Context: an optimization exercise on an open-source flow, tuned for small area, a short achievable clock period and few clock cycles per item. The choices shown serve that exercise and are no tape-out recipe.
Only simulation tests tie the RTL to the original design; equivalence was not proved.

==> flow/design.v, too long to show whole: its modules and the start of the top module <==
// module lfpd_front: 72 lines
// module lfpd_back: 308 lines
// module lfpd_istep: 964 lines
// module lfpd_dsum: 487 lines
// module line_follow_pid_drive: 86 lines
module line_follow_pid_drive (
    input  logic                                  aclk,
    input  logic                                  aresetn,
    input  logic                                  cfg_wr_en,
    input  logic [lfpd_pkg::CFG_IDX_W-1:0]        cfg_index,
    input  logic [lfpd_pkg::GAIN_W-1:0]           cfg_wdata,
    input  logic                                  s_valid,
    output logic                                  s_ready,
    input  logic [lfpd_pkg::SENSOR_W-1:0]         s_sensor_bits,
    output logic                                  m_valid,
    input  logic                                  m_ready,
    output logic signed [lfpd_pkg::DUTY_W-1:0]    m_left_duty,
    output logic signed [lfpd_pkg::DUTY_W-1:0]    m_right_duty,
    output logic                                  m_left_reverse,
    output logic                                  m_right_reverse,
    output logic                                  m_line_lost,
    output logic signed [lfpd_pkg::POS_W-1:0]     m_line_position
);
  // ...
==> flow/flow/run.sh <==
#!/bin/bash
# Standard layout with one netlist step added after synthesis: flow/invopt.py
# removes inverters around the full adders of the synthesized netlist (a full
# adder is self-dual, so complementing all of its inputs complements its
# outputs). Registers and every other cell are left as synthesis made them.
set -euo pipefail
R=orfs/results/${FLOW_PLATFORM}/line_follow_pid_drive/base
bash standard.sh synth > synth.log 2>&1
cp "$R/1_2_yosys.v" "$R/1_2_yosys.std.v"
python3 flow/invopt.py "$R/1_2_yosys.std.v" "$R/1_2_yosys.v" > invopt.log 2>&1
rm -f "$R/1_synth.odb" "$R/1_synth.sdc"
bash standard.sh > layout.log 2>&1
==> flow/flow/invopt.py <==
#!/usr/bin/env python3
"""Removes inverters around full adders in a flat sky130 gate netlist.

A full adder is self-dual: FA(~a, ~b, ~c) = (~sum, ~cout). Each FA may be
"flipped" (all inputs and outputs complemented) without changing the
function; inverters are then placed only where a net is needed in the
polarity its driver does not give. Registers and all other cells are kept.
usage: invopt.py IN.v OUT.v
"""
import re, sys
from collections import defaultdict

src = open(sys.argv[1]).read()
m = re.search(r'(module\s+(\w+)\s*\((.*?)\);)(.*?)(endmodule)', src, re.S)
header, top, body = m.group(1), m.group(2), m.group(4)

stmts = [s.strip() for s in body.split(';')]
decls, assigns, cells = [], [], []
cell_re = re.compile(r'^(sky130_fd_sc_hd__\w+)\s+(\S+)\s*\((.*)\)$', re.S)
for s in stmts:
    if not s: continue
    mm = cell_re.match(s)
    if mm:
        pins = [(p, n.strip()) for p, n in re.findall(r'\.(\w+)\(\s*((?:[^()]|\([^()]*\))*?)\s*\)', mm.group(3), re.S)]
        cells.append([mm.group(1), mm.group(2), pins])
    elif s.startswith('assign'):
        assigns.append(s)
    else:
        decls.append(s)

OUTPINS = {'X', 'Y', 'Q', 'Q_N', 'SUM', 'COUT', 'HI', 'LO'}
def is_inv(t): return re.match(r'sky130_fd_sc_hd__(inv|clkinv)_\d+$', t) is not None
def is_fa(t): return re.match(r'sky130_fd_sc_hd__fa_\d+$', t) is not None

fixed = set()
for a in assigns:
    for n in re.findall(r'[\\]?[\w\[\]\.\$]+(?:\s*\[\d+\])?', a[len('assign'):]):
        fixed.add(n.strip())
portnames = set(re.findall(r'(\w+)', m.group(3)))
# net names in decls like "output [3:0] m_line_position" -> port bits are "m_line_position[3]"
def net_is_port(n):
    base = n.split('[')[0].strip()
    return base in portnames

driver = {}
for ci, (t, name, pins) in enumerate(cells):
    for p, n in pins:
        if p in OUTPINS: driver[n] = (ci, p)

# root/parity through inverter chains
def root(n):
    par = 0
    seen = 0
    while n in driver and is_inv(cells[driver[n][0]][0]) and seen < 50:
        ci = driver[n][0]
        n = dict(cells[ci][2])['A']; par ^= 1; seen += 1
    return n, par

inv_cells = [ci for ci, c in enumerate(cells) if is_inv(c[0])]
fa_cells = [ci for ci, c in enumerate(cells) if is_fa(c[0])]
fa_idx = {ci: k for k, ci in enumerate(fa_cells)}

# loads: list of (cell index, pin, root net, parity); plus "fixed" uses of inverter outputs
loads = []
keep_inv = set()
for ci, (t, name, pins) in enumerate(cells):
    if is_inv(t): continue
    for p, n in pins:
        if p in OUTPINS: continue
        r, par = root(n)
        loads.append((ci, p, r, par))
# inverter outputs that are ports or used by assigns must stay as they are
for ci in inv_cells:
    y = dict(cells[ci][2])['Y']
    if y in fixed or net_is_port(y):
        keep_inv.add(ci)
for ci in keep_inv:
    a = dict(cells[ci][2])['A']
    r, par = root(a)
    loads.append((-1 - ci, 'A', r, par))   # a pseudo-load needing r ^ par

flip = [0] * len(fa_cells)
def gflip(net):
    d = driver.get(net)
    if d and is_fa(cells[d[0]][0]): return flip[fa_idx[d[0]]]
    return 0
def lflip(ci):
    if ci >= 0 and is_fa(cells[ci][0]): return flip[fa_idx[ci]]
    return 0

loads_by_net = defaultdict(list)
for k, (ci, p, r, par) in enumerate(loads):
    loads_by_net[r].append(k)
fa_load_nets = defaultdict(set)
for k, (ci, p, r, par) in enumerate(loads):
    if ci >= 0 and is_fa(cells[ci][0]): fa_load_nets[fa_idx[ci]].add(r)
fa_out_nets = defaultdict(set)
for ci in fa_cells:
    for p, n in cells[ci][2]:
        if p in OUTPINS: fa_out_nets[fa_idx[ci]].add(n)

def needs_inv(r):
    g = gflip(r)
    for k in loads_by_net[r]:
        ci, p, _, par = loads[k]
        if par ^ lflip(ci) ^ g: return 1
    return 0
def needs_true(r):
    g = gflip(r)
    for k in loads_by_net[r]:
        ci, p, _, par = loads[k]
        if not (par ^ lflip(ci) ^ g): return 1
    return 0
def cost_nets(nets):
    c = 0
    for r in nets:
        c += needs_inv(r)
        # a flipped FA output that is a port/fixed net needs its true value back
        if gflip(r) and (r in fixed or net_is_port(r)): c += 1
    return c

before = sum(needs_inv(r) for r in loads_by_net)
improved = True; rounds = 0
while improved and rounds < 20:
    improved = False; rounds += 1
    for k in range(len(fa_cells)):
        nets = fa_load_nets[k] | fa_out_nets[k]
        c0 = cost_nets(nets)
        flip[k] ^= 1
        c1 = cost_nets(nets)
        if c1 < c0: improved = True
        else: flip[k] ^= 1

# rewrite
newcells = []
newdecl = []
cnt = [0]
def fresh():
    cnt[0] += 1
    n = f"_invopt_{cnt[0]}_"
    newdecl.append(f"wire {n}")
    return n
# nets driven by flipped FAs that are ports/fixed: FA drives a fresh net, inverter restores
rename_out = {}
for ci in fa_cells:
    if flip[fa_idx[ci]]:
        for p, n in cells[ci][2]:
            if p in OUTPINS and (n in fixed or net_is_port(n)):
                rename_out[n] = fresh()
comp = {}   # root net -> net carrying its complement (w.r.t. the driven wire)
def wire_of(r):
    return rename_out.get(r, r)
def get_comp(r):
    if r not in comp:
        comp[r] = fresh()
        newcells.append(["sky130_fd_sc_hd__inv_1", f"_invopt_c{len(comp)}_", [("A", wire_of(r)), ("Y", comp[r])]])
    return comp[r]
for r in rename_out:
    # the true value of r = complement of the flipped FA's output wire
    newcells.append(["sky130_fd_sc_hd__inv_1", f"_invopt_p{cnt[0]}_{len(newcells)}_", [("A", rename_out[r]), ("Y", r)]])

load_map = {}
for k, (ci, p, r, par) in enumerate(loads):
    load_map[(ci, p)] = (r, par)
out_cells = []
for ci, (t, name, pins) in enumerate(cells):
    if is_inv(t) and ci not in keep_inv: continue
    newpins = []
    for p, n in pins:
        if p in OUTPINS:
            if is_fa(t) and flip[fa_idx[ci]] and n in rename_out:
                newpins.append((p, rename_out[n]))
            else:
                newpins.append((p, n))
        else:
            key = (ci, p) if not (is_inv(t) and ci in keep_inv) else (-1 - ci, 'A')
            r, par = load_map[key]
            need = par ^ lflip(ci if ci in fa_idx or is_fa(t) else -1) ^ gflip(r)
            if is_inv(t) and ci in keep_inv:
                # keep inverter: its input must be the complement of its (true) output
                need = par ^ gflip(r)
                if r in rename_out: need = par  # r itself carries the true value
                newpins.append((p, get_comp(r) if need else (r if r in rename_out else wire_of(r))))
                continue
            if r in rename_out:
                # r (restored true value) available; loads wanting true use r, inverted use FA wire
                need2 = par ^ lflip(ci)
                newpins.append((p, rename_out[r] if need2 else r))
            else:
                newpins.append((p, get_comp(r) if need else r))
    out_cells.append([t, name, newpins])
out_cells += newcells

lines = [header]
for d in decls: lines.append("  " + d + " ;")
for d in newdecl: lines.append("  " + d + " ;")
for t, name, pins in out_cells:
    pl = ",\n".join(f"    .{p}({n} )" for p, n in pins)
    lines.append(f"  {t} {name} (\n{pl}\n  );")
for a in assigns: lines.append("  " + a + " ;")
lines.append("endmodule")
open(sys.argv[2], 'w').write(src[:m.start()] + "\n".join(lines) + "\n" + src[m.end():])
after_inv = sum(1 for c in out_cells if is_inv(c[0]))
print(f"inverters: {len(inv_cells)} -> {after_inv}; flipped {sum(flip)} of {len(fa_cells)} FAs", file=sys.stderr)
==> flow/standard.sh <==
#!/bin/bash
# synth_recipe.tcl (not shown) runs the flow's synth.tcl, then flattens the netlist and writes it again
# the make line also repeats each setting of config.mk as NAME=value (left out here)
make -C /OpenROAD-flow-scripts/flow DESIGN_CONFIG=/design/flow/config.mk WORK_HOME=/design/flow/orfs CLKGATE_MAP_FILE= SYNTH_SCRIPT=/design/flow/synth_recipe.tcl "${@:-finish}"
==> flow/config.mk <==
export PLATFORM = sky130hd
export DESIGN_NAME = line_follow_pid_drive
export DESIGN_NICKNAME = line_follow_pid_drive
export VERILOG_FILES = /design/flow/design.v
export SDC_FILE = /design/flow/constraint.sdc
export NUM_CORES = 4
export LEC_CHECK = 0
export CAP_MARGIN = 20
export CORE_MARGIN = 2
export CORE_UTILIZATION = 40
export SETUP_SLACK_MARGIN = 1.5
export SLEW_MARGIN = 20
==> flow/constraint.sdc <==
create_clock -name core_clock -period 12.0 [get_ports {aclk}]
set_input_delay 2.4000 -clock core_clock [delete_from_list [all_inputs] [get_ports {aclk}]]
set_output_delay 2.4000 -clock core_clock [all_outputs]
set_load 0.01 [all_outputs]
==> impl_metrics.json, run 1 <==
{
  "final_cell_area_um2": 23200,
  "outcome": "timing/DRC/antenna clean",
  "non_clock_inverter_count": 256,
  "fp.dieH_um": 233,
  "multi_input_area_um2": 17800,
  "io_pins": 53,
  "hpwl_um": 46200,
  "core-area_um2": 51600,
  "seqCellArea_um2": 2350,
  "setup_slack_ns": 1.71,
  "stdcell_count": 3101,
  "synth_nets": 2941,
  "drv_slew": 0,
  "cp-startpoint": "u_back.r2_mv[12]$_DFFE_PN_",
  "top_layer": "met4",
  "post-route-period-util": 0.857,
  "critPathLaunchType": "flop",
  "nonClkBufAreaFrac": 0.0416,
  "syn_area_um2": 21000,
  "synthToLayoutAreaGrowth_pct": 10.6,
  "buffers": 104,
  "die_w_um": 233
}
Testbench counts, summed over its fixed seeds: cycles 1,936, items 1,920.
==> run 2, diff against run 1 <==
--- a/flow/config.mk
+++ b/flow/config.mk
@@ -10,3 +10,3 @@
 export CORE_UTILIZATION = 40
-export SETUP_SLACK_MARGIN = 1.5
+export SETUP_SLACK_MARGIN = 2
 export SLEW_MARGIN = 20
==> run 2 against run 1 <==
Net effect: highest routed layer is now met5; wire length rose by 1.9%; synthesized cell count did not move; worst hold slack better by 0.0087 ns; via count is 1.9% higher.
==> impl_metrics.json, run 2 <==
{
  "outcome": "timing/DRC/antenna clean",
  "grt_max_degree": 51,
  "yosys_warnings": 3,
  "crit_type": "reg2out",
  "fmax_ghz": 0.100,
  "fin_crit_ns": 9.97,
  "antenna_found_initial": 1,
  "postSynthCellCount": 2379,
  "seqCellArea_um2": 2350,
  "num_vias": 17400,
  "cp-end-kind": "primary output",
  "required_ns": 9.60,
  "fin_tns_setup_ns": 0,
  "fp.dieH_um": 233,
  "drt-wirelength-per-cell_um": 18.5,
  "n_antenna_cell": 0,
  "numCtsBuffers": 9,
  "rsz0062_at_grt": "true",
  "die_w_um": 233,
  "start_util": 0.407,
  "rows": 83,
  "post-route-period-util": 0.831,
  "clk_path_buf_depth": 2,
  "hold_violations": 0,
  "setup_viol": 0,
  "htreeDepth": 3,
  "cp-startpoint": "u_back.r2_mv[12]$_DFFE_PN_",
  "clk_pin_slew_ns": 0.08,
  "fin_nets": 3017,
  "drtIter0Drc": 1067,
  "cts-root-buf": "clkbuf_16",
  "io_pins": 53,
  "worstHoldStart": "u_back.r1_rrev$_DFFE_PN_",
  "worst_slew_pin_slew_ns": 0.996,
  "final_cell_mix": "276 x fa_1, 256 x nand2_1, 251 x inv_1",
  "portBuffers": 51,
  "min_path_type": "reg2reg",
  "worstPathArrival_ns": 7.57,
  "layout-drive-gt1-share": 0.109,
  "clock_latency_ns": 0.37,
  "r2r-start": "u_back.r1_pos[2]$_DFFE_PN_",
  "slew-limit-headroom": 0.334,
  "viasPerCell": 5.54,
  "cp_max_fo": 6,
  "largest_reg_flops": 42,
  "clock_sinks": 101,
  "syn_area_um2": 21000,
  "grt_pass1_vias": 17700,
  "final_common_cell": "fa_1",
  "fillers": 4886,
  "ctsHoldBuffers": 0,
  "overflow": 0,
  "ant_nets": 0,
  "grt_pass1_wl_um": 92800,
  "core-area_um2": 51600,
  "fin_skew_ns": 0.0134,
  "gp_congestion": 0.975,
  "grt_usage": 0.214,
  "synth_nets": 2941,
  "multi_input_area_um2": 18200,
  "hpwl_um": 46300,
  "critPathLaunchType": "flop",
  "wl_um": 58000,
  "fin_util": 0.462,
  "dieArea_um2": 54300,
  "drv_slew": 0,
  "synthToLayoutAreaGrowth_pct": 13.5,
  "maxCapViolCount": 0,
  "drt_first_pass_iters": 5,
  "drc": 0,
  "tritoncts": "yes",
  "syn_area_per_cell_um2": 8.82
}
## run 2: final cells by class
cell class	instances	share of cell area
Clock buffer	9	0.00945
Clock inverter	7	0.00268
Inverter	256	0.0408
Multi-Input combinational cell	1943	0.762
Sequential cell	101	0.0987
Tap cell	680	0.0357
Timing Repair Buffer	144	0.0505
## run 2: worst max-delay path: stages, from the launching register on
cell	delay [ns]
edfxtp_1	0.40
buf_8	0.17
xor2_4	0.19
and2_4	0.18
fa_1	0.47
fa_1	0.53
fa_1	0.43
fa_1	0.51
fa_1	0.58
fa_1	0.47
ha_4	0.31
o211ai_1	0.12
nand2_1	0.12
a21oi_2	0.19
xnor2_2	0.16
ha_1	0.30
o21a_1	0.20
o31ai_2	0.06
or4bb_4	0.49
nor3_4	0.18
a21oi_4	0.13
buf_12	0.18
mux2i_4	0.18
a211oi_2	0.30
o221a_2	0.24
buf_6	0.10
## run 2: path summary, 6_finish.rpt
check	cells past startpoint	slack, ns	end
setup / recovery	25	2.03	m_right_duty[2]
setup reg to reg	31	2.32	u_back.r2_mv[12]$_DFFE_PN_
hold reg to reg	0	0.43	u_back.r2_rrev$_DFFE_PN_
hold / removal	0	0.43	u_back.r2_rrev$_DFFE_PN_
## run 2: through the flow
| step | std cells | worst slack [ns] | area (um^2) | hold WS (ns) |
|---|---|---|---|---|
| 3_5_place_dp | 3053 | 0.902 | 22200 | 0.413 |
| 2_1_floorplan | 2379 | 2.00 | 21000 | 0.400 |
| 4_1_cts | 3107 | 1.85 | 23200 | 0.433 |
| 3_3_place_gp | 3053 | 1.09 | 22200 | 0.405 |
| 6_report | 3140 | 2.03 | 23800 | 0.432 |
| 5_1_grt | 3140 | 1.79 | 23800 | 0.446 |
## run 2: timing repair
action / in CTS / in global routing
gates resized for setup: 99 / 125
setup endpoints to repair: 36 / 36
buffers inserted: 38 / 33
pin swaps: 30 / 72
## run 2: per-layer routing
layer,global-route usage,vias to the layer above,share of wire
li1,-,8206,-
met1,0.290,8669,0.45
met2,0.373,433,0.49
met3,0.0150,74,0.035
met4,0.0482,2,0.020
met5,0,-,0.00022

-- port drivers added, routing unchanged --
The flow's constraints put no driver on any port. The routed layouts listed below were extracted and timed again, unchanged, in two steps. Step 1 sets driving cells, clkbuf_16 on the clock port and buf_2 on the other inputs (assumed; they add their load-dependent delay and slew). Step 2 also shifts input and output timing later by t, the mid clock arrival at the registers, as if the neighbouring blocks saw the same clock. a / b / c = ideal ports / drivers / drivers and shift; a / b = the first two.
| run | t, ns | setup WS [ns] | clock arrival spread, ns | worst data-port slew with drivers (ns) |
|---|---|---|---|---|
| run 1 | 0.411 | 1.715 / 1.667 / 2.015 | 0.014 / 0.014 | 0.04 |
| run 2 | 0.407 | 2.032 / 1.983 / 2.325 | 0.015 / 0.015 | 0.04 |
After both steps setup and hold are still met in every run listed.
